From an optimization exercise on the open Yosys and OpenROAD flow, aimed at small area, a short achievable clock period and few clock cycles per item; shortcuts taken in it are not production practice. In this exercise RTL edits were held to simulation tests only and were not proved equivalent to the original. Power is estimated from default activity; no workload was simulated.

File: flow/design.v
`timescale 1ns/1ps
package core_pkg;
  localparam int xlen      = 32;
  localparam int reg_idx_w = 5;
  localparam int imem_depth  = 64;
  localparam int imem_addr_w = 6;
  typedef logic [xlen-1:0]      word_t;
  typedef logic [reg_idx_w-1:0] reg_idx_t;
  localparam logic [6:0] opc_op     = 7'b0110011;
  localparam logic [6:0] opc_op_imm = 7'b0010011;
  localparam logic [2:0] f3_add_sub = 3'b000;
  localparam logic [2:0] f3_xor     = 3'b100;
  localparam logic [2:0] f3_or      = 3'b110;
  localparam logic [2:0] f3_and     = 3'b111;
  typedef enum logic [2:0] {
    alu_add,
    alu_sub,
    alu_and,
    alu_or,
    alu_xor
  } alu_op_e;
  typedef struct packed {
    logic       is_reg;
    logic       funct7_5;
    logic [2:0] funct3;
  } alu_fn_t;
  typedef struct packed {
    word_t pc;
    word_t instr;
  } fetch_pl_t;
  typedef struct packed {
    word_t    opnd_a;
    word_t    opnd_b;
    alu_fn_t  fn;
    reg_idx_t rd;
    logic     reg_write;
  } exec_pl_t;
  typedef struct packed {
    reg_idx_t rd;
    word_t    result;
    logic     reg_write;
  } wb_pl_t;
  localparam int fetch_pl_w = 2 * xlen;
  localparam int exec_pl_w  = 2 * xlen + 5 + reg_idx_w + 1;
  localparam int wb_pl_w    = reg_idx_w + xlen + 1;
endpackage
`timescale 1ns/1ps
module instr_mem (
  input  logic                                clk,
  input  logic                                rst,
  input  logic                                we,
  input  logic [core_pkg::imem_addr_w-1:0]    waddr,
  input  core_pkg::word_t                     wdata,
  input  logic [core_pkg::imem_addr_w-1:0]    raddr,
  output core_pkg::word_t                     rdata
);
  core_pkg::word_t mem [core_pkg::imem_depth];
  always_ff @(posedge clk)
  begin
    if (rst)
    begin
      for (int i = 0; i < core_pkg::imem_depth; i++)
      begin
        mem[i] <= '0;
      end
    end
    else if (we)
    begin
      mem[waddr] <= wdata;
    end
  end
  assign rdata = mem[raddr];
endmodule
`timescale 1ns/1ps
module fetch_unit (
  input  logic                             clk,
  input  logic                             rst,
  input  logic                             run,
  input  logic                             stall,
  output logic [core_pkg::imem_addr_w-1:0] imem_addr,
  input  core_pkg::word_t                  imem_data,
  output logic                             out_valid,
  output core_pkg::fetch_pl_t              out_pl
);
  core_pkg::word_t pc;
  core_pkg::word_t pc_next;
  always_comb
  begin
    pc_next = pc + core_pkg::word_t'(4);
    if (pc_next == core_pkg::word_t'(core_pkg::imem_depth * 4))
      pc_next = '0;
  end
  always_ff @(posedge clk)
  begin
    if (rst)
      pc <= '0;
    else if (run && !stall)
      pc <= pc_next;
  end
  assign imem_addr = pc[core_pkg::imem_addr_w+1:2];
  assign out_valid    = run;
  assign out_pl.pc    = pc;
  assign out_pl.instr = imem_data;
endmodule
`timescale 1ns/1ps
module pipe_reg #(
  parameter int width = 1
) (
  input  logic     clk,
  input  logic     rst,
  input  logic     hold,
  input  logic     bubble,
  input  logic     in_valid,
  input  logic [width-1:0] in_pl,
  output logic     out_valid,
  output logic [width-1:0] out_pl
);
  always_ff @(posedge clk)
  begin
    if (rst || bubble)
      out_valid <= 1'b0;
    else if (!hold)
      out_valid <= in_valid;
  end
  always_ff @(posedge clk)
  begin
    if (!hold)
      out_pl <= in_pl;
  end
endmodule
`timescale 1ns/1ps
module register_file (
  input  logic               clk,
  input  logic               rst,
  input  core_pkg::reg_idx_t rd_idx_1,
  input  core_pkg::reg_idx_t rd_idx_2,
  output core_pkg::word_t    rd_data_1,
  output core_pkg::word_t    rd_data_2,
  input  logic               wr_en,
  input  core_pkg::reg_idx_t wr_idx,
  input  core_pkg::word_t    wr_data
);
  core_pkg::word_t regs [2**core_pkg::reg_idx_w];
  always_ff @(posedge clk)
  begin
    if (rst)
    begin
      for (int i = 0; i < 2**core_pkg::reg_idx_w; i++)
      begin
        regs[i] <= '0;
      end
    end
    else if (wr_en && wr_idx != '0)
    begin
      regs[wr_idx] <= wr_data;
    end
  end
  always_comb
  begin
    if (rd_idx_1 == '0)
      rd_data_1 = '0;
    else if (wr_en && wr_idx == rd_idx_1)
      rd_data_1 = wr_data;
    else
      rd_data_1 = regs[rd_idx_1];
  end
  always_comb
  begin
    if (rd_idx_2 == '0)
      rd_data_2 = '0;
    else if (wr_en && wr_idx == rd_idx_2)
      rd_data_2 = wr_data;
    else
      rd_data_2 = regs[rd_idx_2];
  end
endmodule
`timescale 1ns/1ps
module decode_unit (
  input  logic                in_valid,
  input  core_pkg::fetch_pl_t in_pl,
  output core_pkg::reg_idx_t  rf_rd_idx_1,
  output core_pkg::reg_idx_t  rf_rd_idx_2,
  input  core_pkg::word_t     rf_rd_data_1,
  input  core_pkg::word_t     rf_rd_data_2,
  input  logic                ex_valid,
  input  core_pkg::reg_idx_t  ex_rd,
  input  logic                ex_reg_write,
  output logic                stall,
  output core_pkg::exec_pl_t  out_pl
);
  logic [6:0]         opcode;
  logic [2:0]         funct3;
  core_pkg::reg_idx_t rs1;
  core_pkg::reg_idx_t rs2;
  core_pkg::reg_idx_t rd;
  logic               is_reg;
  logic               is_imm;
  logic               funct_ok;
  core_pkg::word_t    imm;
  logic               hit_1;
  logic               hit_2;
  assign opcode = in_pl.instr[6:0];
  assign rd     = in_pl.instr[11:7];
  assign funct3 = in_pl.instr[14:12];
  assign rs1    = in_pl.instr[19:15];
  assign rs2    = in_pl.instr[24:20];
  assign is_reg = (opcode == core_pkg::opc_op);
  assign is_imm = (opcode == core_pkg::opc_op_imm);
  always_comb
  begin
    case (funct3)
      core_pkg::f3_add_sub,
      core_pkg::f3_xor,
      core_pkg::f3_or,
      core_pkg::f3_and: funct_ok = 1'b1;
      default:          funct_ok = 1'b0;
    endcase
  end
  assign imm = {{(core_pkg::xlen-12){in_pl.instr[31]}}, in_pl.instr[31:20]};
  assign rf_rd_idx_1 = rs1;
  assign rf_rd_idx_2 = rs2;
  always_comb
  begin
    out_pl.opnd_a      = rf_rd_data_1;
    out_pl.opnd_b      = is_imm ? imm : rf_rd_data_2;
    out_pl.fn.is_reg   = is_reg;
    out_pl.fn.funct7_5 = in_pl.instr[30];
    out_pl.fn.funct3   = funct3;
    out_pl.rd          = rd;
    out_pl.reg_write   = (is_reg || is_imm) && funct_ok;
  end
  assign hit_1 = (is_reg || is_imm) && (rs1 == ex_rd);
  assign hit_2 = is_reg && (rs2 == ex_rd);
  assign stall = in_valid && ex_valid && ex_reg_write && (ex_rd != '0) && (hit_1 || hit_2);
endmodule
`timescale 1ns/1ps
module alu (
  input  core_pkg::exec_pl_t in_pl,
  output core_pkg::wb_pl_t   out_pl
);
  core_pkg::alu_op_e op;
  core_pkg::word_t   result;
  always_comb
  begin
    case (in_pl.fn.funct3)
      core_pkg::f3_add_sub:
        op = (in_pl.fn.is_reg && in_pl.fn.funct7_5) ? core_pkg::alu_sub : core_pkg::alu_add;
      core_pkg::f3_xor: op = core_pkg::alu_xor;
      core_pkg::f3_or:  op = core_pkg::alu_or;
      core_pkg::f3_and: op = core_pkg::alu_and;
      default:          op = core_pkg::alu_add;
    endcase
  end
  always_comb
  begin
    case (op)
      core_pkg::alu_add: result = in_pl.opnd_a + in_pl.opnd_b;
      core_pkg::alu_sub: result = in_pl.opnd_a - in_pl.opnd_b;
      core_pkg::alu_and: result = in_pl.opnd_a & in_pl.opnd_b;
      core_pkg::alu_or:  result = in_pl.opnd_a | in_pl.opnd_b;
      core_pkg::alu_xor: result = in_pl.opnd_a ^ in_pl.opnd_b;
      default:           result = '0;
    endcase
  end
  assign out_pl.rd        = in_pl.rd;
  assign out_pl.result    = result;
  assign out_pl.reg_write = in_pl.reg_write;
endmodule
`timescale 1ns/1ps
module core_top (
  input  logic                             clk,
  input  logic                             rst,
  input  logic                             run,
  input  logic                             prog_we,
  input  logic [core_pkg::imem_addr_w-1:0] prog_addr,
  input  core_pkg::word_t                  prog_data,
  output logic                             wb_valid,
  output core_pkg::reg_idx_t               wb_idx,
  output core_pkg::word_t                  wb_data
);
  logic [core_pkg::imem_addr_w-1:0] imem_addr;
  core_pkg::word_t                  imem_data;
  logic                             stall;
  logic                             if_valid, fd_valid, de_valid, ew_valid;
  core_pkg::fetch_pl_t              if_pl, fd_pl;
  core_pkg::exec_pl_t               id_pl, de_pl;
  core_pkg::wb_pl_t                 ex_pl, ew_pl;
  core_pkg::reg_idx_t               rf_rd_idx_1, rf_rd_idx_2, rf_wr_idx;
  core_pkg::word_t                  rf_rd_data_1, rf_rd_data_2, rf_wr_data;
  logic                             rf_wr_en;
  instr_mem u_imem (.clk(clk), .rst(rst), .we(prog_we && !run), .waddr(prog_addr),
                    .wdata(prog_data), .raddr(imem_addr), .rdata(imem_data));
  fetch_unit u_fetch (.clk(clk), .rst(rst), .run(run), .stall(stall), .imem_addr(imem_addr),
                      .imem_data(imem_data), .out_valid(if_valid), .out_pl(if_pl));
  pipe_reg #(.width(core_pkg::fetch_pl_w)) fd (.clk(clk), .rst(rst), .hold(stall),
    .bubble(1'b0), .in_valid(if_valid), .in_pl(if_pl), .out_valid(fd_valid), .out_pl(fd_pl));
  register_file u_rf (.clk(clk), .rst(rst), .rd_idx_1(rf_rd_idx_1), .rd_idx_2(rf_rd_idx_2),
                     .rd_data_1(rf_rd_data_1), .rd_data_2(rf_rd_data_2), .wr_en(rf_wr_en),
                     .wr_idx(rf_wr_idx), .wr_data(rf_wr_data));
  decode_unit u_decode (.in_valid(fd_valid), .in_pl(fd_pl), .rf_rd_idx_1(rf_rd_idx_1),
                        .rf_rd_idx_2(rf_rd_idx_2), .rf_rd_data_1(rf_rd_data_1),
                        .rf_rd_data_2(rf_rd_data_2),
                        .ex_valid(de_valid), .ex_rd(de_pl.rd), .ex_reg_write(de_pl.reg_write),
                        .stall(stall), .out_pl(id_pl));
  pipe_reg #(.width(core_pkg::exec_pl_w)) de (.clk(clk), .rst(rst), .hold(1'b0),
    .bubble(stall), .in_valid(fd_valid), .in_pl(id_pl), .out_valid(de_valid), .out_pl(de_pl));
  alu u_alu (.in_pl(de_pl), .out_pl(ex_pl));
  pipe_reg #(.width(core_pkg::wb_pl_w)) ew (.clk(clk), .rst(rst), .hold(1'b0),
    .bubble(1'b0), .in_valid(de_valid), .in_pl(ex_pl), .out_valid(ew_valid), .out_pl(ew_pl));
  assign rf_wr_en   = ew_valid && ew_pl.reg_write;
  assign rf_wr_idx  = ew_pl.rd;
  assign rf_wr_data = ew_pl.result;
  assign wb_valid = ew_valid && ew_pl.reg_write && (ew_pl.rd != '0);
  assign wb_idx   = ew_pl.rd;
  assign wb_data  = ew_pl.result;
endmodule
File: flow/run.sh
#!/bin/bash
# synth_recipe.tcl (not shown) runs the flow's synth.tcl, then flattens the netlist and writes it again
# the make line also repeats each setting of config.mk as NAME=value (left out here)
make -C /OpenROAD-flow-scripts/flow DESIGN_CONFIG=/design/flow/config.mk WORK_HOME=/design/flow/orfs CLKGATE_MAP_FILE= SYNTH_SCRIPT=/design/flow/synth_recipe.tcl finish
File: flow/config.mk
export PLATFORM = sky130hd
export DESIGN_NAME = core_top
export DESIGN_NICKNAME = core_top
export VERILOG_FILES = /design/flow/design.v
export SDC_FILE = /design/flow/constraint.sdc
export NUM_CORES = 4
export LEC_CHECK = 0
export CAP_MARGIN = 20
export CORE_MARGIN = 2
export CORE_UTILIZATION = 40
export PLACE_DENSITY = 0.6
export SLEW_MARGIN = 20
File: flow/constraint.sdc
create_clock -name core_clock -period 7.0 [get_ports {clk}]
set_input_delay 1.4000 -clock core_clock [delete_from_list [all_inputs] [get_ports {clk}]]
set_output_delay 1.4000 -clock core_clock [all_outputs]
set_load 0.01 [all_outputs]
==> impl_metrics.json <==
{
  "status": "complete, no violations",
  "power_density_mw_per_mm2": 290,
  "area_growth_pct": 12.2,
  "drive_gt1_share_pct": 22.2,
  "synth.area.mux_share_pct": 18.0,
  "rsz0062_at_grt": "no",
  "io_buffers": 79,
  "clk_pin_slew_ps": 60,
  "clock_path_buffers": 4,
  "end_kind": "output port",
  "clk_latency_ps": 980,
  "cp-start-kind": "register",
  "arrival_ps": 3790,
  "track_usage_pct": 25.0,
  "hp-class": "register to register",
  "overflow": 0,
  "ys_types": 74,
  "ys_ff_latch": 3250,
  "dieWidth_um": 632,
  "place_area_mm2": 0.166,
  "vias_per_cell": 5.91,
  "yosysMostFrequentCell": "edfxtp_1",
  "critical_path_class": "register to output port",
  "start_util_pct": 40.2,
  "ys_seq_area_share_pct": 60.9,
  "cts-resized-gates": 0,
  "ys.flop_type": "edfxtp_1",
  "wl_um": 506000,
  "vias": 92700,
  "fin_nets": 10300,
  "power_frac_clock_pct": 36.3,
  "finalWeightedCongestion": 0.874,
  "p_int_mw": 36.5,
  "die_h_um": 632,
  "synth_compound_area_share_pct": 2.79,
  "dp_hpwl_um": 307000,
  "slew_headroom_pct": 18.7,
  "seq_power_share_pct": 44.8,
  "grt_max_degree": 124,
  "synth.top_cells.by_area": "edfxtp_1 (59%), mux4_2 (16%), and2_1 (12%), clkbuf_1 (2.0%), dfxtp_1 (1.9%)",
  "cts_buffers": 358,
  "cap_violations": 0,
  "synth_top_family_by_area": "multiplexers",
  "synth.largest_area_cell": "edfxtp_1",
  "tightest_slew_ps": 1220,
  "yosys_warnings": 8,
  "finalInstanceArea_mm2": 0.177,
  "p_leak_nw": 60.8,
  "avgSynthCellArea_um2": 15.2,
  "grt_pass1_vias": 93200,
  "synthXorXnorAreaFrac_pct": 0.555,
  "cts_tree": "built",
  "synthSimpleGateAreaFrac_pct": 13.9,
  "pwr-share-comb_pct": 18.9,
  "setup_viol": 0,
  "yosysTopAreaCellShare_pct": 59.0,
  "synth_cells": 10400,
  "cts-root-buf": "clkbuf_16",
  "postRouteAntennaNets": 0,
  "first_iter_violations": 12400,
  "mappedNetlistArea_mm2": 0.158,
  "switching_share_pct": 29.0,
  "synth_edf_count": 3104,
  "finalMaxSlewViolations": 0,
  "worstPathMaxFanout": 11,
  "synthAdderAreaFrac_pct": 0.781,
  "rows": 230,
  "p_sw_mw": 14.9,
  "finalHoldViolCount": 0,
  "h-tree-depth": 5,
  "tns_ps": 0,
  "ios": 80,
  "core_mm2": 0.393,
  "dr.pass1.iters": 5,
  "cp.required_ps": 5600,
  "cts.sinks": 3250,
  "finalCriticalPeriod_ps": 5190,
  "cts_hold_buf": 0,
  "die_area_mm2": 0.400,
  "drc_errors": 0,
  "routedWlPerCell_um": 32.3,
  "async_flop_share_pct": 0,
  "ir_drop_mv": 0.239,
  "grt_pass1_wl_um": 711000,
  "yosys-top-cells-count": "edfxtp_1 (3104), and2_1 (3071), mux4_2 (1144), clkbuf_1 (836), o21ai_0 (283)",
  "cts_post_setup_buffers_inserted": 0,
  "antenna_found_initial": 40,
  "min_period_over_period_pct": 74.2,
  "clock.fmax_mhz": 193,
  "fin_skew_ps": 98.3
}
worst max-delay path: stages, from the launching register on:
cell	delay (ps)
dfxtp_1	630
or3_1	620
nor3_1	230
nor2_1	730
clkdlybuf4s50_1	690
final cells by class:
cell class                      count  area, um^2
Timing Repair Buffer              445        4060
Multi-Input combinational cell   6018       58700
Tap cell                         5220        6530
Antenna cell                       17        42.5
Sequential cell                  3250       96200
Clock inverter                    213        1990
Fill cell                       34100      216000
Inverter                           82         315
Clock buffer                      437        9430
per-layer routing:
metal,up-vias,share of wire (%),GRT usage (%)
met1,48800,38,32.7
li1,38300,-,-
met4,16,5.4,12.1
met2,4656,48,40.6
met3,913,8.7,4.23
met5,-,0.019,0
through the flow:
stage | hold WS (ps) | instances | power [mW] | setup slack [ps] | utilization, %
finish | 343 | 15700 | 51.5 | 1810 | 45.1
global route | 352 | 15700 | 52.9 | 1570 | 45.1
CTS | 348 | 15700 | 51.6 | 1800 | 45.1
detailed placement | 335 | 15000 | 33.1 | 1680 | 42.2
global placement | 330 | 15000 | 33.0 | 1420 | 42.0
floorplan | 323 | 10400 | 29.0 | 1840 | -
cell usage in the layout (no fill, tap or decap), types with 80 or more instances in the layout:
master,synthesis,final
a21oi_1,113,112
and2_1,3071,3071
mux2i_1,217,217
buf_4,55,330
inv_1,82,80
dfxtp_1,146,138
o21ai_0,283,186
ha_1,97,97
o21ai_4,0,95
clkbuf_16,0,364
clkinv_1,0,87
edfxtp_1,3104,3104
mux4_2,1144,1144
nor2_1,258,160
nand2_1,147,144
worst paths after layout:
path / startpoint / to / slack [ps] / cells after the start
worst max register to register: ew.out_pl[37] / u_rf.regs[31][19] / 1940 / 6
worst max-delay path: ew.out_pl[37] / wb_valid / 1810 / 4
worst min-delay path: fd.out_pl[8] / de.out_pl[2] / 340 / 0
worst min register to register: fd.out_pl[8] / de.out_pl[2] / 340 / 0
power by group through the flow:
stage	Clock [mW]	Combinational, mW	Sequential (mW)
after floorplan	0	5.82	23.2
after global placement	0	9.58	23.4
after detailed placement	0	9.66	23.5
after CTS	18.9	9.69	23.1
after global routing	19.6	10.2	23.1
final	18.7	9.72	23.1
sequential cells by signal, indices dropped and copies added (netlist names):
name          flops
ew.out_valid      1
de.out_pl        75
u_rf.regs      1024
ew.out_pl        38
fd.out_valid      1
u_fetch.pc       30
de.out_valid      1
fd.out_pl        32
u_imem.mem     2048
logic make-up (layout without fill, tap and decap cells):
kind of cell,after synthesis,count (layout)
AO/OA/AOI/OAI,704,704
XOR/XNOR,100,100
adder cells (fa/ha/maj),98,98
buffers and inverters,1171,1177
flip-flops,3250,3250
multiplexers,1410,1410
other,1,49
AND/OR/NAND/NOR,3674,3674
Testbench counts, summed over its fixed seeds: cycles 6,984, items 4,000.

[what the ideal ports hide]
How much do the figures lean on ideal ports? The routed layout below was timed once more, with nothing changed but the port constraints. Step 1: set_driving_cell puts a clkbuf_16 on clk and a buf_2 on each other input, an assumption about the parent block. Step 2 adds t to the input delays and takes it off the output delays; t is the mean of the earliest and latest rising clock arrival at the registers after step 1. Input paths then give back, and output paths get back, about the clock's delay inside the block. a / b / c = ideal / step 1 / step 2; a / b = the first two.
t, ns: 1.044
setup WS [ns]: 1.808 / 1.693 / 1.582
hold WS [ns]: 0.343 / 0.343 / 0.343
After both steps this run still meets setup and hold. For this run, drivers alone change the setup slack by -0.115 ns; drivers and shift together by -0.226 ns.
